This design comes from an exercise in tuning for small area, a short achievable clock period and few clock cycles per item on the open sky130 flow, not from production work.
At most, simulation tests tie the RTL to the original design; equivalence was not proved.
For runs 1, 2 and 5, only the layout was checked, not whether the RTL still works.
Power is estimated from default activity; no workload was simulated.

<file path="run.sh">
#!/bin/bash
# synth_recipe.tcl (not shown) runs the flow's synth.tcl, then flattens the netlist and writes it again
# the make line also repeats each setting of config.mk as NAME=value (left out here)
make -C /OpenROAD-flow-scripts/flow DESIGN_CONFIG=/design/flow/config.mk WORK_HOME=/design/flow/orfs CLKGATE_MAP_FILE= SYNTH_SCRIPT=/design/flow/synth_recipe.tcl finish
</file>
<file path="config.mk">
export PLATFORM = sky130hd
export DESIGN_NAME = date_text_to_day_number
export DESIGN_NICKNAME = date_text_to_day_number
export VERILOG_FILES = /design/flow/design.v
export SDC_FILE = /design/flow/constraint.sdc
export NUM_CORES = 4
export LEC_CHECK = 0
export ABC_CLOCK_PERIOD_IN_PS = 3000
export CAP_MARGIN = 20
export CORE_MARGIN = 2
export CORE_UTILIZATION = 40
export SETUP_SLACK_MARGIN = 4.2
export SLEW_MARGIN = 20
</file>
<file path="design.v">
`timescale 1ns / 1ps
`default_nettype none
package dtdn_pkg;
    function automatic logic [9:0] cum_days_b(input logic [3:0] k);
        cum_days_b = ({10{k == 4'd0}} & 10'd95)
            | ({10{k == 4'd1}} & 10'd95)
            | ({10{k == 4'd2}} & 10'd126)
            | ({10{k == 4'd3}} & 10'd154)
            | ({10{k == 4'd4}} & 10'd185)
            | ({10{k == 4'd5}} & 10'd215)
            | ({10{k == 4'd6}} & 10'd246)
            | ({10{k == 4'd7}} & 10'd276)
            | ({10{k == 4'd8}} & 10'd307)
            | ({10{k == 4'd9}} & 10'd338)
            | ({10{k == 4'd10}} & 10'd368)
            | ({10{k == 4'd11}} & 10'd399)
            | ({10{k == 4'd12}} & 10'd429)
            | ({10{k == 4'd13}} & 10'd95)
            | ({10{k == 4'd14}} & 10'd95)
            | ({10{k == 4'd15}} & 10'd95);
    endfunction
    function automatic logic [21:0] tab0(input logic [9:0] k);
        tab0 = ({22{k[1]}} & 22'd365242)
            | ({22{k[2]}} & 22'd730485)
            | ({22{k[3]}} & 22'd1095727)
            | ({22{k[4]}} & 22'd1460970)
            | ({22{k[5]}} & 22'd1826212)
            | ({22{k[6]}} & 22'd2191455)
            | ({22{k[7]}} & 22'd2556697)
            | ({22{k[8]}} & 22'd2921940)
            | ({22{k[9]}} & 22'd3287182);
    endfunction
    function automatic logic [21:0] tab1(input logic [9:0] k);
        tab1 = ({22{k[1]}} & 22'd36524)
            | ({22{k[2]}} & 22'd73048)
            | ({22{k[3]}} & 22'd109572)
            | ({22{k[4]}} & 22'd146096)
            | ({22{k[5]}} & 22'd182620)
            | ({22{k[6]}} & 22'd219144)
            | ({22{k[7]}} & 22'd255668)
            | ({22{k[8]}} & 22'd292192)
            | ({22{k[9]}} & 22'd328716);
    endfunction
    function automatic logic [21:0] tab2(input logic [9:0] k);
        tab2 = ({22{k[1]}} & 22'd3652)
            | ({22{k[2]}} & 22'd7305)
            | ({22{k[3]}} & 22'd10957)
            | ({22{k[4]}} & 22'd14610)
            | ({22{k[5]}} & 22'd18262)
            | ({22{k[6]}} & 22'd21915)
            | ({22{k[7]}} & 22'd25567)
            | ({22{k[8]}} & 22'd29220)
            | ({22{k[9]}} & 22'd32872);
    endfunction
    function automatic logic [11:0] tab3(input logic [9:0] k, input logic codd, input logic z);
        tab3 = ({12{k[1] && !codd && !z}} & 12'd366)
            | ({12{k[2] && !codd && !z}} & 12'd731)
            | ({12{k[3] && !codd && !z}} & 12'd1096)
            | ({12{k[4] && !codd && !z}} & 12'd1461)
            | ({12{k[5] && !codd && !z}} & 12'd1827)
            | ({12{k[6] && !codd && !z}} & 12'd2192)
            | ({12{k[7] && !codd && !z}} & 12'd2557)
            | ({12{k[8] && !codd && !z}} & 12'd2922)
            | ({12{k[9] && !codd && !z}} & 12'd3288)
            | ({12{k[0] && !codd && z}} & 12'd1)
            | ({12{k[1] && !codd && z}} & 12'd366)
            | ({12{k[2] && !codd && z}} & 12'd731)
            | ({12{k[3] && !codd && z}} & 12'd1096)
            | ({12{k[4] && !codd && z}} & 12'd1461)
            | ({12{k[5] && !codd && z}} & 12'd1827)
            | ({12{k[6] && !codd && z}} & 12'd2192)
            | ({12{k[7] && !codd && z}} & 12'd2557)
            | ({12{k[8] && !codd && z}} & 12'd2922)
            | ({12{k[9] && !codd && z}} & 12'd3288)
            | ({12{k[0] && codd && !z}} & 12'd1)
            | ({12{k[1] && codd && !z}} & 12'd366)
            | ({12{k[2] && codd && !z}} & 12'd731)
            | ({12{k[3] && codd && !z}} & 12'd1097)
            | ({12{k[4] && codd && !z}} & 12'd1462)
            | ({12{k[5] && codd && !z}} & 12'd1827)
            | ({12{k[6] && codd && !z}} & 12'd2192)
            | ({12{k[7] && codd && !z}} & 12'd2558)
            | ({12{k[8] && codd && !z}} & 12'd2923)
            | ({12{k[9] && codd && !z}} & 12'd3288)
            | ({12{k[0] && codd && z}} & 12'd1)
            | ({12{k[1] && codd && z}} & 12'd366)
            | ({12{k[2] && codd && z}} & 12'd731)
            | ({12{k[3] && codd && z}} & 12'd1097)
            | ({12{k[4] && codd && z}} & 12'd1462)
            | ({12{k[5] && codd && z}} & 12'd1827)
            | ({12{k[6] && codd && z}} & 12'd2192)
            | ({12{k[7] && codd && z}} & 12'd2558)
            | ({12{k[8] && codd && z}} & 12'd2923)
            | ({12{k[9] && codd && z}} & 12'd3288);
    endfunction
endpackage
`default_nettype wire
`timescale 1ns / 1ps
`timescale 1ns / 1ps
`timescale 1ns / 1ps
`timescale 1ns / 1ps
`default_nettype none
module date_text_to_day_number (
    input  wire logic   i_clk,
    input  wire logic   i_rst_n,
    input  wire logic          i_char_valid,
    output logic               o_char_ready,
    input  wire logic [7:0]    i_char_code,
    input  wire logic          i_char_last,
    output logic               o_day_valid,
    input  wire logic          i_day_ready,
    output logic [21:0]        o_day_number,
    output logic               o_day_status
);
    localparam logic [3:0] S_M0 = 4'd0, S_M1 = 4'd1, S_M2 = 4'd2,
                           S_D0 = 4'd4, S_D1 = 4'd5, S_OK = 4'd6, S_BAD = 4'd7,
                           S_Y0 = 4'd8, S_Y1 = 4'd9, S_Y2 = 4'd10, S_Y3 = 4'd11,
                           S_D2 = 4'd12;
    logic       r_rdy;
    logic       e_v, e_sl, e_last;
    logic [9:0] e_oh;       
    logic       e_dig;
    logic [3:0] e_d;
    logic [3:0]  r_st;
    logic [3:0]  r_mon;
    logic        r_mbad;
    logic        r_gt2;      
    logic [6:0]  r_day;
    logic [9:0]  r_base;     
    logic        r_aodd;     
    logic        r_codd;     
    logic        r_z;        
    logic        r_gt, r_eq;  
    logic [21:0] r_acc;      
    logic        r_c1;       
    logic        r_c2;       
    logic        r_status;
    logic        r_pend;     
    logic        r_ov;
    logic        yd;         
    logic [1:0]  pos;        
    logic        acc_evt, busy, consume, fin;
    logic [3:0]  n_st, st_next;
    logic [3:0]  n_mon;
    logic        n_mbad;
    logic [6:0]  n_day;
    logic [21:0] op1, op2, op2m;
    logic        add, zero;
    logic [9:0]  s0;
    logic [8:0]  s1;
    logic [7:0]  s2;
    logic [1:0]  c1;
    logic        leap_c;
    logic        ok;
    logic        n_gt, n_eq;
    logic [3:0]  ref_d;
    logic        ov_next, pend_next;
    logic        ev_next_v, ev_next_dig, ev_next_last;
    logic        in_dig, in_sl;
    logic [9:0]  in_oh;
    always_comb begin
        e_dig   = |e_oh;
        e_d[0]  = e_oh[1] | e_oh[3] | e_oh[5] | e_oh[7] | e_oh[9];
        e_d[1]  = e_oh[2] | e_oh[3] | e_oh[6] | e_oh[7];
        e_d[2]  = e_oh[4] | e_oh[5] | e_oh[6] | e_oh[7];
        e_d[3]  = e_oh[8] | e_oh[9];
        yd      = e_dig && r_st[3];
        pos     = r_st[1:0];
        acc_evt = e_last || yd;
        busy    = r_ov || r_pend;
        consume = e_v && !(acc_evt && busy);
        fin     = consume && e_last;
        n_st   = r_st;
        n_mon  = r_mon;
        n_mbad = r_mbad;
        n_day  = r_day;
        case (r_st)
            S_M0: begin
                n_mbad = 1'b0;
                if (e_dig)     begin n_st = S_M1; n_mon = e_d; end
                else if (e_sl) begin n_st = S_D0; n_mon = 4'd0; n_day = 7'd0; end
                else           n_st = S_BAD;
            end
            S_M1: begin
                if (e_dig) begin
                    n_st = S_M2;
                    if (r_mon == 4'd0)                         n_mon = e_d;
                    else if (r_mon == 4'd1 && e_d <= 4'd2)     n_mon = 4'd10 + e_d;
                    else                                       n_mbad = 1'b1;
                end
                else if (e_sl) begin n_st = S_D0; n_day = 7'd0; end
                else           n_st = S_BAD;
            end
            S_M2: begin
                if (e_dig)     begin n_st = S_D1; n_day = {3'd0, e_d}; end
                else if (e_sl) begin n_st = S_D0; n_day = 7'd0; end
                else           n_st = S_BAD;
            end
            S_D0: begin
                if (e_dig)     begin n_st = S_D1; n_day = {3'd0, e_d}; end
                else if (e_sl) n_st = S_Y0;
                else           n_st = S_BAD;
            end
            S_D1: begin
                if (e_dig)     begin n_st = S_D2; n_day = 7'({3'd0, r_day[3:0]} * 7'd10 + {3'd0, e_d}); end
                else if (e_sl) n_st = S_Y0;
                else           n_st = S_BAD;
            end
            S_D2: begin
                if (e_dig)     n_st = S_Y1;
                else if (e_sl) n_st = S_Y0;
                else           n_st = S_BAD;
            end
            S_Y0: begin
                if (e_dig)     n_st = S_Y1;
                else           n_st = S_BAD;
            end
            S_Y1: begin
                if (e_dig)     n_st = S_Y2;
                else           n_st = S_BAD;
            end
            S_Y2: begin
                if (e_dig)     n_st = S_Y3;
                else           n_st = S_BAD;
            end
            S_Y3: begin
                if (e_dig)     n_st = S_OK;
                else           n_st = S_BAD;
            end
            S_OK:    ;
            default: n_st = S_BAD;
        endcase
        case (pos)
            2'd0:    ref_d = 4'd1;
            2'd1:    ref_d = 4'd7;
            2'd2:    ref_d = 4'd5;
            default: ref_d = 4'd2;
        endcase
        n_gt = r_gt;
        n_eq = r_eq;
        if (yd) begin
            if (pos == 2'd0 || r_eq) begin
                n_gt = (e_d > ref_d);
                n_eq = (e_d == ref_d);
            end
        end
        ok = (n_st == S_OK) && (n_gt || n_eq) && !r_mbad;
        c1[1] = r_aodd ? (|e_oh[9:6]) : (|e_oh[9:8]);
        c1[0] = r_aodd ? (|e_oh[5:2]) : (|e_oh[7:4]);
        if (e_oh[0]) leap_c = r_gt2 && !r_codd && !r_z;
        else         leap_c = r_gt2 && (r_codd ? (e_oh[2] | e_oh[6]) : (e_oh[4] | e_oh[8]));
        case (pos)
            2'd0:    op2 = dtdn_pkg::tab0(e_oh);
            2'd1:    op2 = dtdn_pkg::tab1(e_oh) | {20'd0, c1};
            2'd2:    op2 = dtdn_pkg::tab2(e_oh);
            default: op2 = {10'd0, dtdn_pkg::tab3(e_oh, r_codd, r_z)};
        endcase
        add  = consume && yd;
        zero = fin && !ok;
        op1  = (r_st[3] && pos == 2'd0) ? {12'd3471, r_base} : r_acc;
        op2m = add ? op2 : 22'd0;
        s0 = {1'b0, op1[7:0], 1'b1}   + {1'b0, op2m[7:0], add && pos == 2'd3 && leap_c};
        s1 = {1'b0, op1[14:8], 1'b1}  + {1'b0, op2m[14:8], r_c1};
        s2 = {op1[21:15], 1'b1}       + {op2m[21:15], r_c2};
    end
    assign in_dig = (i_char_code[7:4] == 4'h3) && (i_char_code[3:0] <= 4'd9);
    always_comb begin
        for (int k = 0; k < 10; k++) in_oh[k] = (i_char_code == 8'(8'h30 + k));
    end
    assign in_sl  = (i_char_code == 8'h2F);
    always_comb begin
        ov_next   = (r_ov && !i_day_ready) || (r_pend && !r_c1 && !r_c2);
        pend_next = fin || (r_pend && (r_c1 || r_c2));
        if (r_rdy) begin
            ev_next_v    = i_char_valid;
            ev_next_dig  = in_dig;
            ev_next_last = i_char_last;
        end else begin
            ev_next_v    = e_v && !consume;
            ev_next_dig  = e_dig;
            ev_next_last = e_last;
        end
        st_next = !consume ? r_st : (e_last ? S_M0 : n_st);
    end
    always_ff @(posedge i_clk) begin
        if (!i_rst_n) begin
            e_v   <= 1'b0;
            r_rdy <= 1'b1;
        end else begin
            e_v   <= ev_next_v;
            r_rdy <= !((ov_next || pend_next) && ev_next_v &&
                       (ev_next_last || (ev_next_dig && st_next[3])));
        end
    end
    always_ff @(posedge i_clk) begin
        if (!e_v || consume) begin
            e_oh   <= in_oh;
            e_sl   <= in_sl;
            e_last <= i_char_last;
        end
    end
    always_ff @(posedge i_clk) begin
        if (!i_rst_n) begin
            r_st   <= S_M0;
            r_ov   <= 1'b0;
            r_pend <= 1'b0;
            r_c1   <= 1'b0;
            r_c2   <= 1'b0;
        end else begin
            r_ov   <= ov_next;
            r_pend <= pend_next;
            r_c1   <= add && !zero && s0[9];
            r_c2   <= (add || r_c1) && !zero && s1[8];
            if (consume) begin
                r_st <= e_last ? S_M0 : n_st;
            end
        end
    end
    always_ff @(posedge i_clk) begin
        if (consume) begin
            r_mon  <= n_mon;
            r_mbad <= n_mbad;
            r_gt2  <= (n_mon > 4'd2);
            r_day  <= n_day;
        end
        r_base <= dtdn_pkg::cum_days_b(r_mon) + {3'd0, (consume ? n_day : r_day)};
        if (consume && yd) begin
            r_gt <= n_gt;
            r_eq <= n_eq;
            case (pos)
                2'd0: r_aodd <= e_d[0];
                2'd1: r_aodd <= (2'({r_aodd, 1'b0} + e_d[1:0]) == 2'd0);
                2'd2: begin
                    r_codd <= e_d[0];
                    r_z    <= (e_d == 4'd0) && !r_aodd;
                end
                default: ;
            endcase
        end
        if (zero) begin
            r_acc <= 22'd0;
        end else begin
            if (add)          r_acc[7:0]   <= s0[8:1];
            if (add || r_c1)  r_acc[14:8]  <= s1[7:1];
            if (add || r_c2)  r_acc[21:15] <= s2[7:1];
        end
        if (fin) begin
            r_status <= !ok;
        end
    end
    assign o_char_ready = r_rdy;
    assign o_day_valid  = r_ov;
    assign o_day_number = r_acc;
    assign o_day_status = r_status;
endmodule
`default_nettype wire
</file>
<file path="constraint.sdc">
create_clock -name core_clock -period 7.5 [get_ports {i_clk}]
set_input_delay 1.5000 -clock core_clock [delete_from_list [all_inputs] [get_ports {i_clk}]]
set_output_delay 1.5000 -clock core_clock [all_outputs]
set_load 0.01 [all_outputs]
</file>
==> results by group, run 1 <==
Outcome
  – Status: timing/DRC/antenna clean

Placement
  – Routability cong.: 0.969
  – Pre-CTS setup slack: 2.72 ns
  – IO Port Bufs: 37
  – Post-DP HPWL: 13800 µm
  – DP Area: 6560 µm²

Pwr
  – Switching power: 431 µW
  – Peak supply drop: ~0.12 mV
  – PwrDens: about 160 nW/µm²
  – Sw frac: 33.2%
  – Total chip power: 1.30 mW
  – Comb pwr share: 29.2%
  – Clk pwr share: about a third
  – Int Pwr: 867 µW
  – Sequential Power Share: a little under two fifths
  – Leakage: 3.21 nW

CTS
  – Max clock buf depth: 2
  – TritonCTS clock tree: yes
  – Clock Latency Late Sink: 0.35 ns
  – Clock transition at path regs: 0.06 ns
  – Root buffer cell: clkbuf_16
  – TritonCTS Buffers: 9
  – Sink Count: 73
  – Cts hold-fix bufs: 0
  – H-tree Lvls: 3

Worst setup path
  – Slowest cell delay on critical path: roughly 0.6 ns
  – Cell Chain, Critical Path: buf_6 > nor2_2 > nand2_4 > a21oi_1 > a311oi_2 > ha_1 > nand4_1 > or4b_4 > a31oi_4 > buf_4 > xor2_1 > nand2_1 > a21oi_2
  – Crit path buf inv count: 2
  – CP max FO: 9
  – Reg2Reg Depth: 13
  – Crit start category: register
  – CP max-delay cell: or4b_4
  – Worst EP required: a little under 8 ns
  – Critical Setup Path Class: reg2reg
  – Crit path from: e_oh[5]$_DFFE_PN_
  – Critical Path Sink Type: register
  – Reg2Reg Setup Slack: 4.00 ns
  – Critical R2R Launch: e_oh[5]$_DFFE_PN_
  – Crit path DAT: approximately 3.8 ns
  – CP delay by family, top: simple AND/OR/NAND/NOR gates
  – Reg2Reg Capture Point: r_acc[4]$_SDFFE_PP0P_

Die
  – Core area: ~15000 µm²
  – Chip height: 127 µm
  – Die width: 127 µm
  – Row count: 45
  – Initial core utilization: 40.4%
  – Total die area: between 15000 and 20000 µm²
  – Ports: 38

GRT
  – Global-route wire length before repair: 32200 µm
  – Total track usage: 25.3%
  – Grt ovf: 0
  – Vias in the first global route: 5935
  – Largest net degree at the start of global routing: 26
  – Initial antenna violation count: 0

Timing
  – Setup-failing EPs final: 0
  – Fmax: ~0.29 GHz
  – Max_slew headroom: between 40% and 50%
  – Final Max Tran Viols: 0
  – Worst setup margin: ~4 ns
  – Final worst path period share: about 47%
  – Setup TNS: 0 ns
  – Worst-margin pin slew: 0.815 ns
  – Clock Skews: 0.0105 ns
  – Final Hold Viols: 0
  – Setup repair after global routing missed its margin: yes
  – Fin crit period: around 3.5 ns

Run
  – Max-Cap Viols: 0

Yosys
  – Register area share after synthesis: 28.0%
  – Synth Area in XOR/XNOR: 4.18%
  – Syn Inst Count: 769
  – Netlist cell types: 77
  – Main combinational cell family by area after synthesis: compound AO/OA/AOI/OAI gates
  – Synthesized flop and latch total: 73
  – Synth Flop Type: dfxtp_1
  – Synth Area in Adders: 10.8%
  – Multiplexer share of the synthesized area: approximately 2.2%
  – Compound-gate portion of the synthesized area: 26.6%
  – Syn nets: 831
  – Post-synth EDFFs: 24
  – Mapped Area: 6080 µm²
  – Syn Area/Cell: 7.90 µm²
  – Ys Warns: 1
  – Synth async-reset ratio: 0%
  – Simple-gate portion of the synthesized area: 22.9%

Drt
  – Vias: 6455
  – DRT Pass-1 Iters: 6
  – 1st-iter DRT viols: 987
  – DR vias/cell: around 6.2
  – # DRC: 0
  – Routed WL: 21400 µm
  – WL/cell: around 20 µm
  – Post-route ant nets: 0

Hold path
  – Hold Path Sink: r_acc[15]$_SDFFE_PP0P_
  – Hold wc startpoint: r_acc[15]$_SDFFE_PP0P_
  – Hold depth: 2
  – Hold Crit Class: reg2reg

Final layout
  – Most common cell after layout, fill and taps aside: nor2_1
  – Most frequent cells in the layout: 73 x nor2_1, 67 x buf_4, 66 x nand2_1
  – Design area: 8030 µm²
  – ANT cells: 0
  – Share of layout cells above drive strength 1: 25.2%
  – Synthesis-to-layout area growth: 32.1%
  – Nets@finish: 917
repair_timing:
item / 4_1_cts / 5_1_grt
resized for setup: 73 / 64
endpoints found under the setup margin: 32 / 19
gates cloned: 2 / 1
pin swaps: 19 / 44
buffers inserted: 47 / 31
flip-flops by register name, summed over array words and instances, names as in the netlist, 4 cells and up:
signal	flops
e_oh	10
r_acc	22
r_base	10
r_day	7
r_mon	4
r_st	4
per-stage QoR:
stage	hold slack [ns]	instances	util [%]
floorplan	0.449	769	-
global placement	0.456	951	43.6
detailed placement	0.466	951	43.6
CTS	0.474	1016	50.2
global route	0.491	1048	53.4
finish	0.476	1048	53.4
cells by family after synthesis:
logic type	Yosys count
XOR/XNOR	29
buffers and inverters	76
AO/OA/AOI/OAI	247
AND/OR/NAND/NOR	283
multiplexers	12
flip-flops	73
adder cells (fa/ha/maj)	49
area by class of cell:
class | instances | area [µm²]
tap | 188 | 235
clock inverter | 6 | 43.8
timing repair buffer | 119 | 1060
multi-input combinational | 622 | 4610
inverter | 30 | 125
fill | 1402 | 7000
clock buffer | 10 | 250
sequential | 73 | 1710
worst reg2reg max path: cells and delay by family, from the launching register on:
| kind | cells | cell delay [ns] |
|---|---|---|
| AND/OR/NAND/NOR | 5 | 1.29 |
| AO/OA/AOI/OAI | 4 | 0.82 |
| flip-flops | 1 | 0.49 |
| adder cells (fa/ha/maj) | 1 | 0.39 |
| buffers and inverters | 2 | 0.35 |
| XOR/XNOR | 1 | 0.14 |
synth_stat cells, types with 3 or more instances:
library cell / count / area [µm²]
o31ai_1: 4 / 30.0
fa_1: 6 / 120
o22ai_1: 9 / 56.3
nor2b_1: 18 / 113
o221ai_1: 4 / 35.0
mux2i_1: 3 / 30.0
or3_1: 10 / 62.6
o21ai_0: 56 / 280
o21bai_1: 5 / 37.5
nor2_1: 82 / 308
mux2_2: 9 / 101
nand2_1: 71 / 267
a22o_1: 5 / 43.8
a21o_1: 15 / 113
xnor2_1: 21 / 184
a211oi_1: 7 / 52.6
xor2_1: 8 / 70.1
edfxtp_1: 24 / 721
buf_6: 3 / 33.8
nor3_1: 28 / 140
nor3b_1: 4 / 30.0
and3_1: 4 / 25.0
inv_1: 27 / 101
and2_1: 11 / 68.8
a22oi_1: 6 / 45.0
o21a_1: 5 / 37.5
dfxtp_1: 49 / 981
a21oi_2: 8 / 70.1
nand2b_1: 12 / 75.1
a21oi_1: 76 / 380
nand3_1: 17 / 85.1
ha_1: 43 / 538
a31oi_1: 6 / 37.5
buf_2: 6 / 30.0
or2_2: 6 / 37.5
clkbuf_1: 34 / 128
nand4_1: 6 / 37.5
o41ai_1: 7 / 61.3
metal layers:
layer  up-vias  GRT usage, %  share of wire, %
li1       2992             -                 -
met1      3031          34.0                42
met2       358          39.4                46
met3        74          4.77               8.5
met4         0          11.3               4.2
met5         -             0                 0
power groups by stage:
stage | Clock [mW] | Combinational (mW) | Sequential [mW]
floorplan | 0 | 0.208 | 0.467
global placement | 0 | 0.255 | 0.484
detailed placement | 0 | 0.258 | 0.486
CTS | 0.449 | 0.320 | 0.477
global route | 0.465 | 0.411 | 0.480
finish | 0.442 | 0.379 | 0.477
worst max path at each step:
stage | to | slack, ns | depth (start not counted)
floorplan | r_c1$_SDFF_PN0_ | 4.16 | 14
global placement | r_acc[21]$_SDFFE_PP0P_ | 2.90 | 15
detailed placement | r_acc[21]$_SDFFE_PP0P_ | 2.72 | 15
CTS | r_base[8]$_DFF_P_ | 4.12 | 17
global route | r_base[8]$_DFF_P_ | 3.85 | 18
finish | r_acc[4]$_SDFFE_PP0P_ | 4.00 | 13
==> run 2, diff against run 1 <==
--- a/config.mk
+++ b/config.mk
@@ -7,3 +7,3 @@
 export LEC_CHECK = 0
-export ABC_CLOCK_PERIOD_IN_PS = 3000
+export ABC_CLOCK_PERIOD_IN_PS = 3500
 export CAP_MARGIN = 20
@@ -11,3 +11,3 @@
 export CORE_UTILIZATION = 40
-export SETUP_SLACK_MARGIN = 4.2
+export SETUP_SLACK_MARGIN = 3.0
 export SLEW_MARGIN = 20
==> run 2 against run 1 <==
  * Utilization is 7.8 points lower
  * Die area unchanged
  * Hold slack better by 0.0021 ns
  * Total power fell by 7.4%
  * First-iteration DRC count down 36%
  * Clock-buffer cell count is 1 higher
  * Via count fell by 8.1%
  * Synthesized cell count did not move
  * Register-to-register slack got worse by 0.75 ns
  * Non-clock buffer count shrank 77
  * Largest cell class unchanged
  * Highest routed layer unchanged
==> results by group, run 2 <==
Outcome
  – Status: timing/DRC/antenna clean (unchanged)

Pwr
  – PwrDens: 175 nW/µm² (was 162 nW/µm²)
  – Leakage: 2.70 nW (was 3.21 nW)
  – Peak supply drop: 0.108 mV (was 0.118 mV)

Timing
  – Worst-margin pin slew: 1.10 ns (was 0.815 ns)
  – Clock Skews: 0.0140 ns (was 0.0105 ns)
  – Setup TNS: 0 ns (unchanged)
  – Setup-failing EPs final: 0 (unchanged)
  – Max_slew headroom: 26.5% (was 45.5%)
  – Worst hold slack: 0.478 ns (was 0.476 ns)
  – Setup repair after global routing missed its margin: yes (unchanged)
  – Final worst path period share: 56.8% (was 46.7%)
  – Fmax: 0.235 GHz (was 0.285 GHz)
  – Fin crit period: 4.26 ns (was 3.50 ns)
  – Final Max Tran Viols: 0 (unchanged)
  – Final Hold Viols: 0 (unchanged)

Die
  – Chip height: 127 µm (unchanged)
  – Die width: 127 µm (unchanged)
  – Total die area: 16200 µm² (unchanged)
  – Row count: 45 (unchanged)
  – Initial core utilization: 40.4% (unchanged)
  – Core area: 15000 µm² (unchanged)
  – Ports: 38 (unchanged)

Final layout
  – Biggest regs: r_acc: 22 flops, e_oh: 10 flops, r_base: 10 flops (unchanged)
  – Most common cell after layout, fill and taps aside: nor2_1 (unchanged)
  – Final std cells w/o fill: 969 (was 1048)
  – Register Area: 1700 µm² (was 1710 µm²)
  – Synthesis-to-layout area growth: 12.9% (was 32.1%)
  – Design area: 6860 µm² (was 8030 µm²)
  – Share of layout cells above drive strength 1: 8.07% (was 25.2%)
  – Area occupied by multi-input gates: 4090 µm² (was 4610 µm²)
  – Biggest register: r_acc (unchanged)
  – ANT cells: 0 (unchanged)
  – Nets@finish: 838 (was 917)
  – Largest register FFs: 22 (unchanged)
  – Final Core Density: 45.6% (was 53.4%)
  – Filler cells: 1492 (was 1402)
  – Most frequent cells in the layout: 82 x nor2_1, 76 x a21oi_1, 71 x nand2_1 (was 73 x nor2_1, 67 x buf_4, 66 x nand2_1)

Worst setup path
  – CP delay by family, top: compound AO/OA/AOI/OAI gates (was simple AND/OR/NAND/NOR gates)
  – Crit start category: register (unchanged)
  – Crit path DAT: 4.52 ns (was 3.79 ns)
  – Slowest cell delay on critical path: 0.74 ns (was 0.60 ns)
  – CP max-delay cell: edfxtp_1 (was or4b_4)
  – Reg2Reg Setup Slack: 3.24 ns (was 4.00 ns)
  – Critical Path Sink Type: register (unchanged)
  – Worst EP required: 7.76 ns (was 7.78 ns)
  – Crit path buf inv count: 2 (unchanged)
  – Cell Chain, Critical Path: nor3_2 > a31oi_2 > nand3_4 > clkinv_1 > buf_4 > o41ai_1 > a31oi_1 > ha_1 > a21o_1 > a21oi_1 > o21ai_0 > o41ai_1 > xnor2_1 > o21ai_0 > a21oi_1 (was buf_6 > nor2_2 > nand2_4 > a21oi_1 > a311oi_2 > ha_1 > nand4_1 > or4b_4 > a31oi_4 > buf_4 > xor2_1 > nand2_1 > a21oi_2)
  – Critical Setup Path Class: reg2reg (unchanged)
  – CP max FO: 25 (was 9)

CTS
  – TritonCTS clock tree: yes (unchanged)
  – H-tree Lvls: 3 (unchanged)
  – Max clock buf depth: 2 (unchanged)
  – Cts hold-fix bufs: 0 (unchanged)
  – TritonCTS Buffers: 9 (unchanged)
  – Clock Latency Late Sink: 0.35 ns (about the same)
  – Root buffer cell: clkbuf_16 (unchanged)
  – Sink Count: 73 (unchanged)
  – Clock transition at path regs: 0.06 ns (about the same)

GRT
  – Initial antenna violation count: 0 (unchanged)
  – Grt ovf: 0 (unchanged)
  – Largest net degree at the start of global routing: 35 (was 26)
  – Vias in the first global route: 5421 (was 5935)
  – Total track usage: 22.4% (was 25.3%)
  – Global-route wire length before repair: 28900 µm (was 32200 µm)

Yosys
  – Netlist cell types: 77 (unchanged)
  – Dominant cells by area after synthesis: dfxtp_1 16%, edfxtp_1 12%, ha_1 8.9% (unchanged)
  – Post-synth top cells: 82 x nor2_1, 76 x a21oi_1, 71 x nand2_1, 56 x o21ai_0, 49 x dfxtp_1 (unchanged)
  – Most numerous cell in the Yosys netlist: nor2_1 (unchanged)
  – Leading area contributor after synthesis: dfxtp_1 (unchanged)
  – Synth Flop Type: dfxtp_1 (unchanged)
  – Ys Warns: 1 (unchanged)
  – Post-synth EDFFs: 24 (unchanged)
  – Post-synth top area share: 16.1% (unchanged)
  – Synth async-reset ratio: 0% (unchanged)
  – Syn Area/Cell: 7.90 µm² (unchanged)
  – Register area share after synthesis: 28.0% (unchanged)
  – Synthesized flop and latch total: 73 (unchanged)
  – Syn nets: 831 (unchanged)
  – Mapped Area: 6080 µm² (unchanged)
  – Syn Inst Count: 769 (unchanged)

Placement
  – Placed cells: 953 (was 951)
  – DP Area: 6510 µm² (was 6560 µm²)
  – Post-DP HPWL: 13200 µm (was 13800 µm)
  – Routability cong.: 0.976 (was 0.969)
  – IO Port Bufs: 37 (unchanged)

Drt
  – DRT Pass-1 Iters: 6 (unchanged)
  – Post-route ant nets: 0 (unchanged)
  – Vias: 5929 (was 6455)
  – # DRC: 0 (unchanged)
  – 1st-iter DRT viols: 633 (was 987)
  – WL/cell: 18.4 µm (was 20.4 µm)
  – DR vias/cell: 6.12 (was 6.16)
  – Routed WL: 17800 µm (was 21400 µm)

Hold path
  – Hold Crit Class: reg2reg (unchanged)

Run
  – Max-Cap Viols: 0 (unchanged)
-- run 2: cell count changes in the layout (fill, tap and decap cells not counted), moves of 9 or more --
cell / delta
buf_4: -62
o21ai_1: -12
a21oi_2: -12
nor2_1: +9
a21oi_1: +15
o21ai_0: +15
buf_6: -10
-- run 2: path summary, 6_finish.rpt --
| kind | start | to | cells past startpoint |
|---|---|---|---|
| max | e_oh[7]$_DFFE_PN_ | r_acc[14]$_SDFFE_PP0P_ | 15 |
| min reg2reg | r_acc[20]$_SDFFE_PP0P_ | r_acc[20]$_SDFFE_PP0P_ | 2 |
| min | r_acc[20]$_SDFFE_PP0P_ | r_acc[20]$_SDFFE_PP0P_ | 2 |
| max reg2reg | e_oh[7]$_DFFE_PN_ | r_acc[14]$_SDFFE_PP0P_ | 15 |
-- run 2: per-layer routing --
layer,global-route usage [%],share of wire (%),vias up,wire [µm]
li1,-,-,2818,-
met3,3.18,6.3,39,1120
met2,34.3,44,283,7800
met4,9.05,2.6,0,472
met5,0,0,-,0
met1,31.8,47,2789,8450
-- run 2: worst min-delay path: stages (launching register included) --
cell and delay, ns:
dfxtp_1 0.32, nand2_1 0.07, a21oi_2 0.04
-- run 2: final cells by class --
class | instances | share of cell area (%)
multi-input combinational | 620 | 59.5
sequential | 73 | 24.8
timing repair buffer | 42 | 5.95
clock buffer | 11 | 4.01
tap | 188 | 3.43
inverter | 30 | 1.64
clock inverter | 5 | 0.602
-- run 2: cells by family after synthesis --
group / Yosys count / share of synthesized area [%]
AO/OA/AOI/OAI: 247 / 26.6
adder cells (fa/ha/maj): 49 / 10.8
XOR/XNOR: 29 / 4.18
buffers and inverters: 76 / 5.31
AND/OR/NAND/NOR: 283 / 22.9
multiplexers: 12 / 2.16
flip-flops: 73 / 28.0
-- run 2: metrics by stage --
stage	power, mW	setup WS (ns)
3_3_place_gp	0.737	2.97
5_1_grt	1.26	2.95
3_5_place_dp	0.745	2.86
2_1_floorplan	0.672	3.75
4_1_cts	1.20	3.09
6_report	1.20	3.24
-- run 2: what timing repair did --
action                                  in CTS  in global routing
endpoints found under the setup margin       2                  8
buffers inserted                             0                  0
gates resized for setup                      1                  6
pin swaps                                    0                  0
-- run 2: power breakdown --
group | internal (mW) | switching (mW)
Sequential | 0.446 | 0.0311
Clock | 0.268 | 0.192
Combinational | 0.110 | 0.156
Total | 0.824 | 0.379
==> run 3, diff against run 2 <==
--- a/design.v
+++ b/design.v
@@ -128,3 +128,3 @@
     logic [6:0]  r_day;
-    logic [9:0]  r_base;     
+    logic        r_dadd;     
     logic        r_aodd;     
@@ -148,2 +148,3 @@
     logic        add, zero;
+    logic [9:0]  cum_b;
     logic [9:0]  s0;
@@ -259,4 +260,5 @@
         zero = fin && !ok;
-        op1  = (r_st[3] && pos == 2'd0) ? {12'd3471, r_base} : r_acc;
-        op2m = add ? op2 : 22'd0;
+        cum_b = dtdn_pkg::cum_days_b(r_mon);
+        op1  = (add && r_st[3] && pos == 2'd0) ? {13'd6942, cum_b[8:0]} : r_acc;
+        op2m = add ? op2 : (r_dadd ? {15'd0, r_day} : 22'd0);
         s0 = {1'b0, op1[7:0], 1'b1}   + {1'b0, op2m[7:0], add && pos == 2'd3 && leap_c};
@@ -271,4 +273,4 @@
     always_comb begin
-        ov_next   = (r_ov && !i_day_ready) || (r_pend && !r_c1 && !r_c2);
-        pend_next = fin || (r_pend && (r_c1 || r_c2));
+        ov_next   = (r_ov && !i_day_ready) || (r_pend && !r_c1 && !r_c2 && !r_dadd);
+        pend_next = fin || (r_pend && (r_c1 || r_c2 || r_dadd));
         if (r_rdy) begin
@@ -308,2 +310,3 @@
             r_c2   <= 1'b0;
+            r_dadd <= 1'b0;
         end else begin
@@ -311,4 +314,5 @@
             r_pend <= pend_next;
-            r_c1   <= add && !zero && s0[9];
-            r_c2   <= (add || r_c1) && !zero && s1[8];
+            r_c1   <= !zero && s0[9];
+            r_dadd <= add && pos == 2'd3 && !zero;
+            r_c2   <= !zero && s1[8];
             if (consume) begin
@@ -325,3 +329,2 @@
         end
-        r_base <= dtdn_pkg::cum_days_b(r_mon) + {3'd0, (consume ? n_day : r_day)};
         if (consume && yd) begin
@@ -342,5 +345,3 @@
         end else begin
-            if (add)          r_acc[7:0]   <= s0[8:1];
-            if (add || r_c1)  r_acc[14:8]  <= s1[7:1];
-            if (add || r_c2)  r_acc[21:15] <= s2[7:1];
+            r_acc <= {s2[7:1], s1[7:1], s0[8:1]};
         end
--- a/config.mk
+++ b/config.mk
@@ -7,3 +7,3 @@
 export LEC_CHECK = 0
-export ABC_CLOCK_PERIOD_IN_PS = 3500
+export ABC_CLOCK_PERIOD_IN_PS = 3000
 export CAP_MARGIN = 20
@@ -11,3 +11,4 @@
 export CORE_UTILIZATION = 40
-export SETUP_SLACK_MARGIN = 3.0
+export PLACE_DENSITY = 0.45
+export SETUP_SLACK_MARGIN = 3.5
 export SLEW_MARGIN = 20
==> run 3 against run 2 <==
  * Total power decreased by 19%
  * Utilization up 1.8 points
  * Largest power group is now the clock network
  * Critical path type unchanged
  * Global-route usage grew 2.0 points
  * Cell area is 8.4% lower
  * Clock skew is 0.0030 ns lower
  * Synthesized cell count down 10%
  * Clock power shrank 12%
  * Non-clock buffer count is 6 higher
  * Sequential power shrank 16%
==> results by group, run 3 <==
Outcome
  – Status: timing/DRC/antenna clean (unchanged)

Drt
  – WL/cell: 19.5 µm (was 18.4 µm)
  – Post-route ant nets: 0 (unchanged)
  – Vias: 5258 (was 5929)
  – DR vias/cell: 5.93 (was 6.12)
  – DRT Pass-1 Iters: 8 (was 6)
  – 1st-iter DRT viols: 602 (was 633)
  – Routed WL: 17300 µm (was 17800 µm)
  – # DRC: 0 (unchanged)

Yosys
  – Ys Warns: 1 (unchanged)
  – Synth Flop Type: dfxtp_1 (unchanged)
  – Synthesized flop and latch total: 64 (was 73)
  – Synth async-reset ratio: 0% (unchanged)
  – Dominant cells by area after synthesis: edfxtp_1 17%, dfxtp_1 12%, ha_1 8.3% (was dfxtp_1 16%, edfxtp_1 12%, ha_1 8.9%)
  – Netlist cell types: 75 (was 77)
  – Register area share after synthesis: 29.3% (was 28.0%)
  – Post-synth top cells: 84 x nor2_1, 58 x nand2_1, 53 x a21oi_1, 48 x o21ai_0, 36 x ha_1 (was 82 x nor2_1, 76 x a21oi_1, 71 x nand2_1, 56 x o21ai_0, 49 x dfxtp_1)
  – Post-synth EDFFs: 31 (was 24)
  – Syn Area/Cell: 7.90 µm² (about the same)
  – Mapped Area: 5440 µm² (was 6080 µm²)
  – Syn Inst Count: 689 (was 769)
  – Most numerous cell in the Yosys netlist: nor2_1 (unchanged)
  – Syn nets: 743 (was 831)
  – Post-synth top area share: 17.1% (was 16.1%)
  – Leading area contributor after synthesis: edfxtp_1 (was dfxtp_1)

GRT
  – Total track usage: 24.4% (was 22.4%)
  – Global-route wire length before repair: 27000 µm (was 28900 µm)
  – Grt ovf: 0 (unchanged)
  – Vias in the first global route: 4919 (was 5421)
  – Initial antenna violation count: 0 (unchanged)
  – Largest net degree at the start of global routing: 33 (was 35)

Final layout
  – Largest register FFs: 22 (unchanged)
  – Biggest register: r_acc (unchanged)
  – Biggest regs: r_acc: 22 flops, e_oh: 10 flops, r_day: 7 flops (was r_acc: 22 flops, e_oh: 10 flops, r_base: 10 flops)
  – Final Core Density: 47.4% (was 45.6%)
  – Filler cells: 1355 (was 1492)
  – Most frequent cells in the layout: 83 x nor2_1, 57 x nand2_1, 53 x a21oi_1 (was 82 x nor2_1, 76 x a21oi_1, 71 x nand2_1)
  – Share of layout cells above drive strength 1: 8.31% (was 8.07%)
  – Synthesis-to-layout area growth: 15.5% (was 12.9%)
  – ANT cells: 0 (unchanged)
  – Nets@finish: 759 (was 838)
  – Most common cell after layout, fill and taps aside: nor2_1 (unchanged)

Hold path
  – Hold Crit Class: reg2reg (unchanged)

Worst setup path
  – Crit start category: register (unchanged)
  – Critical Path Sink Type: register (unchanged)
  – Worst EP required: 7.73 ns (was 7.76 ns)
  – Crit path DAT: 4.00 ns (was 4.52 ns)
  – Critical Setup Path Class: reg2reg (unchanged)
  – CP max FO: 27 (was 25)

Placement
  – IO Port Bufs: 37 (unchanged)
  – Routability cong.: 0.938 (was 0.976)
  – Post-DP HPWL: 12500 µm (was 13200 µm)
  – Pre-CTS setup slack: 3.11 ns (was 2.86 ns)

Die
  – Total die area: 14500 µm² (was 16200 µm²)
  – Core area: 13200 µm² (was 15000 µm²)
  – Row count: 42 (was 45)
  – Die width: 121 µm (was 127 µm)
  – Ports: 38 (unchanged)
  – Initial core utilization: 41.1% (was 40.4%)
  – Chip height: 121 µm (was 127 µm)

CTS
  – Root buffer cell: clkbuf_16 (unchanged)
  – TritonCTS Buffers: 9 (unchanged)
  – Clock transition at path regs: 0.06 ns (about the same)
  – Max clock buf depth: 2 (unchanged)
  – Sink Count: 64 (was 73)
  – TritonCTS clock tree: yes (unchanged)
  – Clock Latency Late Sink: 0.35 ns (about the same)
  – H-tree Lvls: 3 (unchanged)

Timing
  – Max_slew headroom: 52.5% (was 26.5%)
  – Fmax: 0.265 GHz (was 0.235 GHz)
  – Setup repair after global routing missed its margin: yes (unchanged)
  – Clock Skews: 0.0110 ns (was 0.0140 ns)
  – Final Hold Viols: 0 (unchanged)
  – Setup-failing EPs final: 0 (unchanged)
  – Setup TNS: 0 ns (unchanged)
  – Fin crit period: 3.77 ns (was 4.26 ns)
  – Worst-margin pin slew: 0.710 ns (was 1.10 ns)
  – Final worst path period share: 50.2% (was 56.8%)
  – Final Max Tran Viols: 0 (unchanged)
  – Worst setup margin: 3.73 ns (was 3.24 ns)

Pwr
  – PwrDens: 154 nW/µm² (was 175 nW/µm²)
  – Leakage: 2.56 nW (was 2.70 nW)
  – Peak supply drop: 0.0938 mV (was 0.108 mV)

Run
  – Max-Cap Viols: 0 (unchanged)
## run 3: critical path: stages, from the launching register on
cell        delay [ns]
dfxtp_1           0.37
inv_1             0.11
ha_1              0.14
buf_4             0.31
clkinvlp_4        0.33
nand2_1           0.26
a21oi_1           0.11
a211oi_2          0.34
a31oi_1           0.12
fa_1              0.44
nor2b_1           0.19
o21ai_0           0.13
a21oi_1           0.24
o21ai_0           0.16
a21oi_1           0.18
xnor2_1           0.14
nor2_1            0.05
## run 3: report_power, final
| part | leakage (nW) | internal (mW) | switching (mW) | total (mW) |
|---|---|---|---|---|
| Combinational | 1.84 | 0.0637 | 0.103 | 0.167 |
| Clock | 0.133 | 0.227 | 0.177 | 0.404 |
| Sequential | 0.587 | 0.378 | 0.0210 | 0.399 |
| Total | 2.56 | 0.668 | 0.301 | 0.969 |
## run 3: repair_timing
action | in CTS | in global routing
resized for setup | 6 | 9
buffers inserted | 1 | 5
cloned | 0 | 1
hold buffers | 0 | 0
pin swaps | 1 | 2
endpoints found under the setup margin | 24 | 25
## run 3: routing by layer
layer	wire length (µm)	track usage [%]
met5	0	0
met4	515	10.1
met3	1090	4.58
met2	7840	37.7
met1	7820	33.5
## run 3: cells by family (layout without fill, tap and decap cells)
logic type	Yosys count	in the layout	synth area share [%]
and+or+nand+nor	273	274	25.3
AOI/OAI and AO/OA	203	203	24.6
buffers and inverters	78	98	5.73
DFF	64	64	29.3
adders and majority gates	42	42	10.3
xor gates and xnor gates	24	24	3.86
muxes	5	5	0.966
## run 3: worst paths after layout
| kind | start | end | slack [ns] | cells after the start |
|---|---|---|---|---|
| setup / recovery | r_st[1]$_SDFFE_PN0P_ | r_acc[7]$_SDFF_PP0_ | 3.73 | 16 |
| hold / removal | r_pend$_SDFF_PN0_ | r_pend$_SDFF_PN0_ | 0.58 | 2 |
| setup reg to reg | r_st[1]$_SDFFE_PN0P_ | r_acc[7]$_SDFF_PP0_ | 3.73 | 16 |
| hold reg to reg | r_pend$_SDFF_PN0_ | r_pend$_SDFF_PN0_ | 0.58 | 2 |
## run 3: layout make-up
type | count | area, µm² | area share [%]
multi-input cells | 548 | 3600 | 57.4
clock buffers | 9 | 225 | 3.59
repair buffers | 48 | 453 | 7.21
clock inverters | 7 | 55.1 | 0.876
well taps | 176 | 220 | 3.51
flip-flops and latches | 64 | 1590 | 25.4
inverters | 34 | 131 | 2.09
## run 3: through the flow
stage | cells | cell area [µm²] | total power, mW | hold slack [ns]
after CTS | 880 | 6200 | 0.976 | 0.575
after floorplan | 689 | 5440 | 0.515 | 0.512
after global routing | 886 | 6280 | 1.01 | 0.624
final | 886 | 6280 | 0.969 | 0.578
after detailed placement | 863 | 5890 | 0.565 | 0.565
after global placement | 863 | 5890 | 0.565 | 0.558
Testbench counts of run 3, summed over its fixed seeds: cycles 28,566, items 3,200.
==> run 4, diff against run 3 <==
--- a/config.mk
+++ b/config.mk
@@ -11,4 +11,3 @@
 export CORE_UTILIZATION = 40
-export PLACE_DENSITY = 0.45
-export SETUP_SLACK_MARGIN = 3.5
+export SETUP_SLACK_MARGIN = 4.2
 export SLEW_MARGIN = 20
==> run 4 against run 3 <==
  * Still clean
  * Die area is the same
  * Utilization grew 5.4 points
  * Global-route usage grew 1.2 points
  * Sequential share of layout area shrank 2.4 points
  * Synthesized area is the same
  * Fmax grew 15%
  * Sequential cell count is the same
  * Synthesized cell count is the same
  * First-iteration DRC count shrank 22%
  * Clock power shrank 2%
  * Critical endpoint is now r_acc[6]$_SDFF_PP0_
  * Largest power group is now sequential cells
  * Highest routed layer unchanged
==> results by group, run 4 <==
Outcome
  – Status: timing/DRC/antenna clean (unchanged)

Final layout
  – Area occupied by multi-input gates: 3840 µm² (was 3600 µm²)
  – Share of layout cells above drive strength 1: 19.5% (was 8.31%)
  – Register Area: 1600 µm² (was 1590 µm²)
  – Most common cell after layout, fill and taps aside: nor2_1 (unchanged)
  – Largest register FFs: 22 (unchanged)
  – Biggest register: r_acc (unchanged)
  – ANT cells: 0 (unchanged)
  – Most frequent cells in the layout: 81 x nor2_1, 53 x nand2_1, 53 x buf_4 (was 83 x nor2_1, 57 x nand2_1, 53 x a21oi_1)
  – Synthesis-to-layout area growth: 28.5% (was 15.5%)
  – Biggest regs: r_acc: 22 flops, e_oh: 10 flops, r_day: 7 flops (unchanged)
  – Filler cells: 1277 (was 1355)
  – Nets@finish: 814 (was 759)

Timing
  – Worst-margin pin slew: 0.666 ns (was 0.710 ns)
  – Fin crit period: 3.27 ns (was 3.77 ns)
  – Final Max Tran Viols: 0 (unchanged)
  – Final worst path period share: 43.6% (was 50.2%)
  – Setup TNS: 0 ns (unchanged)
  – Setup-failing EPs final: 0 (unchanged)
  – Setup repair after global routing missed its margin: no (was yes)
  – Final Hold Viols: 0 (unchanged)
  – Fmax: 0.306 GHz (was 0.265 GHz)
  – Clock Skews: 0.00404 ns (was 0.0110 ns)
  – Worst setup margin: 4.23 ns (was 3.73 ns)
  – Max_slew headroom: 55.5% (was 52.5%)

CTS
  – Root buffer cell: clkbuf_16 (unchanged)
  – Clock transition at path regs: 0.05 ns (was 0.06 ns)
  – TritonCTS clock tree: yes (unchanged)
  – H-tree Lvls: 3 (unchanged)
  – Clock Latency Late Sink: 0.34 ns (was 0.35 ns)
  – Sink Count: 64 (unchanged)
  – Cts hold-fix bufs: 0 (unchanged)
  – TritonCTS Buffers: 9 (unchanged)
  – Max clock buf depth: 2 (unchanged)

Drt
  – WL/cell: 19.7 µm (was 19.5 µm)
  – Post-route ant nets: 0 (unchanged)
  – DRT Pass-1 Iters: 6 (was 8)
  – 1st-iter DRT viols: 472 (was 602)
  – Routed WL: 18500 µm (was 17300 µm)
  – # DRC: 0 (unchanged)
  – DR vias/cell: 5.98 (was 5.93)
  – Vias: 5623 (was 5258)

Yosys
  – Ys Warns: 1 (unchanged)
  – Register area share after synthesis: 29.3% (unchanged)
  – Synth Flop Type: dfxtp_1 (unchanged)
  – Post-synth EDFFs: 31 (unchanged)
  – Synthesized flop and latch total: 64 (unchanged)
  – Syn Area/Cell: 7.90 µm² (unchanged)
  – Syn nets: 743 (unchanged)
  – Netlist cell types: 75 (unchanged)
  – Most numerous cell in the Yosys netlist: nor2_1 (unchanged)
  – Synth async-reset ratio: 0% (unchanged)
  – Mapped Area: 5440 µm² (unchanged)
  – Syn Inst Count: 689 (unchanged)
  – Post-synth top area share: 17.1% (unchanged)
  – Leading area contributor after synthesis: edfxtp_1 (unchanged)
  – Post-synth top cells: 84 x nor2_1, 58 x nand2_1, 53 x a21oi_1, 48 x o21ai_0, 36 x ha_1 (unchanged)
  – Dominant cells by area after synthesis: edfxtp_1 17%, dfxtp_1 12%, ha_1 8.3% (unchanged)

GRT
  – Vias in the first global route: 5387 (was 4919)
  – Global-route wire length before repair: 28700 µm (was 27000 µm)
  – Largest net degree at the start of global routing: 33 (unchanged)
  – Initial antenna violation count: 0 (unchanged)
  – Total track usage: 25.6% (was 24.4%)
  – Grt ovf: 0 (unchanged)

Die
  – Ports: 38 (unchanged)
  – Initial core utilization: 41.1% (unchanged)
  – Row count: 42 (unchanged)
  – Die width: 121 µm (unchanged)
  – Total die area: 14500 µm² (unchanged)
  – Chip height: 121 µm (unchanged)
  – Core area: 13200 µm² (unchanged)

Worst setup path
  – Slowest cell delay on critical path: 0.47 ns (was 0.44 ns)
  – CP max-delay cell: edfxtp_1 (was fa_1)
  – Cell Chain, Critical Path: buf_4 > or3_4 > mux2i_1 > nand3_1 > o21ai_1 > nand3_1 > nand2_1 > o21ai_0 > ha_1 > a21oi_2 > o21ai_0 > a21o_1 > a211oi_2 > xor2_1 > nor2_1 (was inv_1 > ha_1 > buf_4 > clkinvlp_4 > nand2_1 > a21oi_1 > a211oi_2 > a31oi_1 > fa_1 > nor2b_1 > o21ai_0 > a21oi_1 > o21ai_0 > a21oi_1 > xnor2_1 > nor2_1)
  – Crit path DAT: 3.51 ns (was 4.00 ns)
  – Crit start category: register (unchanged)
  – Worst EP required: 7.74 ns (was 7.73 ns)
  – CP max FO: 6 (was 27)
  – CP delay by family, top: compound AO/OA/AOI/OAI gates (unchanged)
  – Crit path buf inv count: 1 (was 3)
  – Critical Path Sink Type: register (unchanged)
  – Critical Setup Path Class: reg2reg (unchanged)

Pwr
  – PwrDens: 140 nW/µm² (was 154 nW/µm²)
  – Switching power: 283 µW (was 301 µW)
  – Leakage: 2.92 nW (was 2.56 nW)
  – Clk pwr share: 40.3% (was 41.7%)
  – Sw frac: 28.9% (was 31.0%)
  – Peak supply drop: 0.0970 mV (was 0.0938 mV)
  – Comb pwr share: 19.2% (was 17.2%)
  – Int Pwr: 696 µW (was 668 µW)
  – Sequential Power Share: 40.5% (was 41.2%)

Placement
  – IO Port Bufs: 37 (unchanged)
  – Pre-CTS setup slack: 3.07 ns (was 3.11 ns)
  – Post-DP HPWL: 12500 µm (about the same)
  – Routability cong.: 0.943 (was 0.938)

Hold path
  – Hold Crit Class: reg2reg (unchanged)

Run
  – Max-Cap Viols: 0 (unchanged)
## run 4: per-stage QoR
stage	power [mW]	std cells	hold slack, ns	utilization (%)	cell area (µm²)
finish	0.979	941	0.585	52.8	6990
global route	1.02	941	0.608	52.8	6990
CTS	0.977	907	0.584	49.6	6570
detailed placement	0.564	862	0.563	44.5	5900
global placement	0.563	862	0.562	44.5	5900
floorplan	0.516	689	0.512	-	5470
## run 4: cell families (layout without fill, tap and decap cells)
logic type / Yosys count / after routing / synth area share [%]
compound gates: 203 / 203 / 24.6
xor+xnor: 24 / 24 / 3.86
flops: 64 / 64 / 29.3
fa+ha+maj: 42 / 42 / 10.3
buf+inv: 78 / 151 / 5.73
simple gates: 273 / 276 / 25.3
mux: 5 / 5 / 0.966
## run 4: final cells by class
class / count / share of cell area, %
Clock buffer: 13 / 3.74
Clock inverter: 3 / 0.215
Timing Repair Buffer: 101 / 13.0
Inverter: 34 / 1.99
Tap cell: 176 / 3.15
Sequential cell: 64 / 22.9
Multi-Input combinational cell: 550 / 54.9
## run 4: per-layer routing
layer,wire (µm),track usage [%]
met5,0,0
met4,751,12.5
met3,1030,4.72
met2,8960,42.5
met1,7790,32.0
## run 4: worst paths after layout
check | start | to | slack [ns] | cells after the start
worst max-delay path | e_oh[2]$_DFFE_PN_ | r_acc[6]$_SDFF_PP0_ | 4.23 | 15
worst min-delay path | r_st[0]$_SDFFE_PN0P_ | r_st[0]$_SDFFE_PN0P_ | 0.59 | 2
worst max register to register | e_oh[2]$_DFFE_PN_ | r_acc[6]$_SDFF_PP0_ | 4.23 | 15
worst min register to register | r_st[0]$_SDFFE_PN0P_ | r_st[0]$_SDFFE_PN0P_ | 0.59 | 2
## run 4: power groups by stage
stage / Combinational, mW / Sequential, mW / Clock, mW
after CTS: 0.175 / 0.397 / 0.404
after global routing: 0.203 / 0.398 / 0.417
after detailed placement: 0.159 / 0.405 / 0
after floorplan: 0.125 / 0.391 / 0
final: 0.188 / 0.397 / 0.394
after global placement: 0.158 / 0.405 / 0
## run 4: repair_timing
item | 4_1_cts | 5_1_grt
pin swaps | 8 | 21
gates cloned | 2 | 1
setup endpoints to repair | 27 | 26
setup buffers | 27 | 33
endpoints found under the hold margin | 0 | 0
resized for setup | 38 | 43
## run 4: worst register-to-register path: cells and delay by family (launching register included)
family / cells / cell delay, ns
and+or+nand+nor: 5 / 0.80
adders and majority gates: 1 / 0.38
buffers and inverters: 1 / 0.18
DFF: 1 / 0.47
muxes: 1 / 0.16
xor gates and xnor gates: 1 / 0.18
AOI/OAI and AO/OA: 6 / 1.00
==> run 5, diff against run 4 <==
--- a/design.v
+++ b/design.v
@@ -148,2 +148,3 @@
     logic        add, zero;
+    logic [3:0]  p;
     logic [9:0]  cum_b;
@@ -252,8 +253,7 @@
         else         leap_c = r_gt2 && (r_codd ? (e_oh[2] | e_oh[6]) : (e_oh[4] | e_oh[8]));
-        case (pos)
-            2'd0:    op2 = dtdn_pkg::tab0(e_oh);
-            2'd1:    op2 = dtdn_pkg::tab1(e_oh) | {20'd0, c1};
-            2'd2:    op2 = dtdn_pkg::tab2(e_oh);
-            default: op2 = {10'd0, dtdn_pkg::tab3(e_oh, r_codd, r_z)};
-        endcase
+        for (int k = 0; k < 4; k++) p[k] = r_st[3] && !busy && (pos == 2'(k));
+        op2 = ({22{p[0]}} & dtdn_pkg::tab0(e_oh))
+            | ({22{p[1]}} & (dtdn_pkg::tab1(e_oh) | {20'd0, c1}))
+            | ({22{p[2]}} & dtdn_pkg::tab2(e_oh))
+            | ({22{p[3]}} & {10'd0, dtdn_pkg::tab3(e_oh, r_codd, r_z)});
         add  = consume && yd;
@@ -261,5 +261,5 @@
         cum_b = dtdn_pkg::cum_days_b(r_mon);
-        op1  = (add && r_st[3] && pos == 2'd0) ? {13'd6942, cum_b[8:0]} : r_acc;
-        op2m = add ? op2 : (r_dadd ? {15'd0, r_day} : 22'd0);
-        s0 = {1'b0, op1[7:0], 1'b1}   + {1'b0, op2m[7:0], add && pos == 2'd3 && leap_c};
+        op1  = p[0] ? {13'd6942, cum_b[8:0]} : r_acc;
+        op2m = op2 | {15'd0, {7{r_dadd}} & r_day};
+        s0 = {1'b0, op1[7:0], 1'b1}   + {1'b0, op2m[7:0], p[3] && leap_c};
         s1 = {1'b0, op1[14:8], 1'b1}  + {1'b0, op2m[14:8], r_c1};
@@ -298,3 +298,3 @@
         if (!e_v || consume) begin
-            e_oh   <= in_oh;
+            e_oh   <= (r_rdy && i_char_valid) ? in_oh : 10'd0;
             e_sl   <= in_sl;
==> run 5 against run 4 <==
  * Sequential power is 3% higher
  * Utilization is 3.0 points lower
  * Cell area is 5.4% lower
  * Non-clock buffer count is 39 lower
  * Via count is 2.5% lower
  * Sequential cell count stayed put
  * Still clean
  * Highest routed layer unchanged
  * Routed wire length is 9.2% lower
  * Register-to-register slack hardly changed
  * Combinational power is 2% higher
  * Die area is 0.76% higher
  * First-iteration DRC count is 24% higher
==> results by group, run 5 <==
CTS
  – Clock transition at path regs: 0.06 ns (was 0.05 ns)
  – Sink Count: 64 (unchanged)
  – H-tree Lvls: 3 (unchanged)
  – Clock Latency Late Sink: 0.34 ns (about the same)
  – TritonCTS clock tree: yes (unchanged)
  – TritonCTS Buffers: 9 (unchanged)
  – Max clock buf depth: 2 (unchanged)
  – Root buffer cell: clkbuf_16 (unchanged)

Yosys
  – Syn Area/Cell: 7.98 µm² (was 7.90 µm²)
  – Syn Inst Count: 687 (was 689)
  – Syn nets: 739 (was 743)
  – Ys Warns: 1 (unchanged)
  – Post-synth top area share: 17.0% (was 17.1%)
  – Leading area contributor after synthesis: edfxtp_1 (unchanged)
  – Synthesized flop and latch total: 64 (unchanged)
  – Dominant cells by area after synthesis: edfxtp_1 17%, dfxtp_1 12%, ha_1 7.8% (was edfxtp_1 17%, dfxtp_1 12%, ha_1 8.3%)
  – Synth Flop Type: dfxtp_1 (unchanged)
  – Post-synth top cells: 74 x nor2_1, 65 x nand2_1, 47 x a21oi_1, 38 x o21ai_0, 36 x inv_1 (was 84 x nor2_1, 58 x nand2_1, 53 x a21oi_1, 48 x o21ai_0, 36 x ha_1)
  – Post-synth EDFFs: 31 (unchanged)
  – Synth async-reset ratio: 0% (unchanged)
  – Register area share after synthesis: 29.0% (was 29.3%)
  – Mapped Area: 5480 µm² (was 5440 µm²)
  – Netlist cell types: 76 (was 75)
  – Most numerous cell in the Yosys netlist: nor2_1 (unchanged)

GRT
  – Global-route wire length before repair: 26400 µm (was 28700 µm)
  – Grt ovf: 0 (unchanged)
  – Largest net degree at the start of global routing: 39 (was 33)
  – Gr busiest metal: met2 (unchanged)
  – Met1 Use GR: 33.3% (was 32.0%)
  – Total track usage: 23.1% (was 25.6%)
  – Initial antenna violation count: 0 (unchanged)
  – Grt met3 use: 3.29% (was 4.72%)
  – Met2 Usage GRT: 33.9% (was 42.5%)
  – Vias in the first global route: 4932 (was 5387)

Worst setup path
  – Worst EP required: 7.75 ns (was 7.74 ns)
  – CP delay by family, top: simple AND/OR/NAND/NOR gates (was compound AO/OA/AOI/OAI gates)
  – Crit path DAT: 3.51 ns (about the same)
  – CP max FO: 13 (was 6)
  – Crit start category: register (unchanged)
  – Reg2Reg Capture Point: r_c1$_SDFF_PN0_ (was r_acc[6]$_SDFF_PP0_)
  – Crit path buf inv count: 1 (unchanged)
  – Slowest cell delay on critical path: 0.71 ns (was 0.47 ns)
  – Cell Chain, Critical Path: or4_1 > nor3_4 > mux2_2 > nor4_4 > a41oi_4 > buf_12 > nor4b_2 (was buf_4 > or3_4 > mux2i_1 > nand3_1 > o21ai_1 > nand3_1 > nand2_1 > o21ai_0 > ha_1 > a21oi_2 > o21ai_0 > a21o_1 > a211oi_2 > xor2_1 > nor2_1)
  – Critical Setup Path Class: reg2reg (unchanged)
  – Critical Path Sink Type: register (unchanged)
  – Reg2Reg Setup Slack: 4.24 ns (was 4.23 ns)
  – Critical R2R Launch: e_oh[3]$_SDFFCE_PN0N_ (was e_oh[2]$_DFFE_PN_)
  – Reg2Reg Depth: 7 (was 15)
  – CP max-delay cell: or4_1 (was edfxtp_1)

Pwr
  – Switching power: 316 µW (was 283 µW)
  – Peak supply drop: 0.0997 mV (was 0.0970 mV)
  – PwrDens: 162 nW/µm² (was 140 nW/µm²)
  – Leakage: 2.67 nW (was 2.92 nW)
  – Clk pwr share: 44.0% (was 40.3%)
  – Int Pwr: 755 µW (was 696 µW)
  – Total chip power: 1.07 mW (was 979 µW)
  – Comb pwr share: 17.9% (was 19.2%)
  – Sequential Power Share: 38.0% (was 40.5%)
  – Sw frac: 29.5% (was 28.9%)

Placement
  – Routability cong.: 0.947 (was 0.943)
  – IO Port Bufs: 37 (unchanged)
  – Post-DP HPWL: 11400 µm (was 12500 µm)

Final layout
  – Biggest regs: r_acc: 22 flops, e_oh: 10 flops, r_day: 7 flops (unchanged)
  – Largest register FFs: 22 (unchanged)
  – Area occupied by multi-input gates: 3720 µm² (was 3840 µm²)
  – Share of layout cells above drive strength 1: 13.1% (was 19.5%)
  – ANT cells: 0 (unchanged)
  – Most frequent cells in the layout: 71 x nor2_1, 65 x nand2_1, 46 x a21oi_1 (was 81 x nor2_1, 53 x nand2_1, 53 x buf_4)
  – Final Core Density: 49.8% (was 52.8%)
  – Biggest register: r_acc (unchanged)
  – Nets@finish: 772 (was 814)
  – Most common cell after layout, fill and taps aside: nor2_1 (unchanged)
  – Register Area: 1600 µm² (about the same)
  – Filler cells: 1265 (was 1277)
  – Synthesis-to-layout area growth: 20.7% (was 28.5%)

Die
  – Ports: 38 (unchanged)
  – Die width: 121 µm (about the same)
  – Row count: 42 (unchanged)
  – Total die area: 14700 µm² (was 14500 µm²)
  – Initial core utilization: 41.2% (was 41.1%)
  – Chip height: 121 µm (about the same)
  – Core area: 13300 µm² (was 13200 µm²)

Timing
  – Final worst path period share: 43.5% (was 43.6%)
  – Max_slew headroom: 45.2% (was 55.5%)
  – Setup TNS: 0 ns (unchanged)
  – Setup-failing EPs final: 0 (unchanged)
  – Final Hold Viols: 0 (unchanged)
  – Fmax: 0.307 GHz (was 0.306 GHz)
  – Worst-margin pin slew: 0.820 ns (was 0.666 ns)
  – Worst hold slack: 0.513 ns (was 0.585 ns)
  – Setup repair after global routing missed its margin: yes (was no)
  – Final Max Tran Viols: 0 (unchanged)
  – Clock Skews: 0.00790 ns (was 0.00404 ns)
  – Fin crit period: 3.26 ns (was 3.27 ns)

Drt
  – WL/cell: 18.7 µm (was 19.7 µm)
  – Vias: 5481 (was 5623)
  – 1st-iter DRT viols: 586 (was 472)
  – DRT Pass-1 Iters: 8 (was 6)
  – Post-route ant nets: 0 (unchanged)
  – Routed WL: 16800 µm (was 18500 µm)
  – DR vias/cell: 6.08 (was 5.98)
  – # DRC: 0 (unchanged)

Hold path
  – Hold wc startpoint: r_st[1]$_SDFFE_PN0P_ (was r_st[0]$_SDFFE_PN0P_)
  – Hold Path Sink: r_st[1]$_SDFFE_PN0P_ (was r_st[0]$_SDFFE_PN0P_)
  – Hold depth: 2 (unchanged)
  – Hold Crit Class: reg2reg (unchanged)

Outcome
  – Status: timing/DRC/antenna clean (unchanged)

Run
  – Max-Cap Viols: 0 (unchanged)
-- run 5: changes by cell type after synthesis, sizes merged, moves of 6 or more --
cell and delta:
inv +7, nand2 +7, nor4 +10, a21o -6, o21ai -10, o2bb2ai +7
a21oi -6, nor2b -9, nor2 -11
-- run 5: worst max path at each step --
| stage | start | endpoint | cells past startpoint |
|---|---|---|---|
| detailed placement | r_st[3]$_SDFF_PN0_ | r_c1$_SDFF_PN0_ | 10 |
| global placement | r_st[3]$_SDFF_PN0_ | r_c1$_SDFF_PN0_ | 10 |
| global route | e_oh[7]$_SDFFCE_PN0N_ | r_c1$_SDFF_PN0_ | 11 |
| CTS | e_oh[7]$_SDFFCE_PN0N_ | r_c1$_SDFF_PN0_ | 12 |
| finish | e_oh[3]$_SDFFCE_PN0N_ | r_c1$_SDFF_PN0_ | 7 |
| floorplan | r_st[0]$_SDFFE_PN0P_ | r_c1$_SDFF_PN0_ | 16 |
-- run 5: kinds of logic after synthesis --
kind of cell    synth area share [%]
compound gates                  24.7
mux                            0.799
flops                           29.0
simple gates                    26.8
xor+xnor                        3.04
buf+inv                         6.02
fa+ha+maj                       9.58
-- run 5: worst register-to-register path, delay by kind of cell (launching register included) --
family,cells,cell delay [ns]
DFF,1,0.60
muxes,1,0.41
buffers and inverters,1,0.20
and+or+nand+nor,4,1.75
AOI/OAI and AO/OA,1,0.22
-- run 5: cell type report --
cell class	count	share of cell area, %
Timing Repair Buffer	62	9.13
Tap cell	176	3.33
Sequential cell	64	24.1
Inverter	38	2.16
Multi-Input combinational cell	545	56.3
Clock inverter	7	1.55
Clock buffer	9	3.40
-- run 5: through the flow --
stage,instance area (µm²),instances,worst slack (ns)
after detailed placement,5910,861,3.42
after global routing,6620,901,4.09
final,6620,901,4.24
after floorplan,5490,687,4.22
after global placement,5910,861,3.59
after CTS,6380,886,4.14
-- run 5: timing repair --
item / in CTS / in global routing
hold buffers: 0 / 0
endpoints found under the setup margin: 25 / 25
pin swaps: 2 / 2
buffers inserted: 8 / 14
cloned: 1 / 1
resized for setup: 17 / 20
-- run 5: power by group through the flow --
stage                     combinational, mW  clock [mW]  sequential (mW)
final                                 0.192       0.472            0.407
after global routing                  0.210       0.495            0.410
after CTS                             0.182       0.479            0.408
after detailed placement              0.168           0            0.415
after global placement                0.166           0            0.415
after floorplan                       0.139           0            0.398
-- run 5: routing by layer --
metal  vias up  routed length, µm
met5         -                  0
met4         0                663
met3        55               1310
met2       284               7180
met1      2534               7670
li1       2608                  -

[what the ideal ports hide]
How much do the figures lean on ideal ports? The routed layouts below were timed once more, with nothing changed but the port constraints. Step 1 assumes that a clkbuf_16 drives the clock port and a buf_2 every other input. Step 2 adds t to the input delays and takes it off the output delays; t is the mean of the earliest and latest rising clock arrival at the registers after step 1. Input paths then give back, and output paths get back, about the clock's delay inside the block. Three values: no drivers, after step 1, after step 2; two values: the first two.
run | t, ns | setup slack, ns | pins driven straight from the clock port
run 1 | 0.388 | 3.997 / 3.997 / 3.997 | 1
run 2 | 0.390 | 3.243 / 3.243 / 3.243 | 1
run 3 | 0.391 | 3.732 / 3.732 / 3.732 | 1
run 4 | 0.381 | 4.230 / 4.230 / 4.230 | 1
run 5 | 0.380 | 4.240 / 4.240 / 4.240 | 1
After both steps every run listed still meets setup and hold.
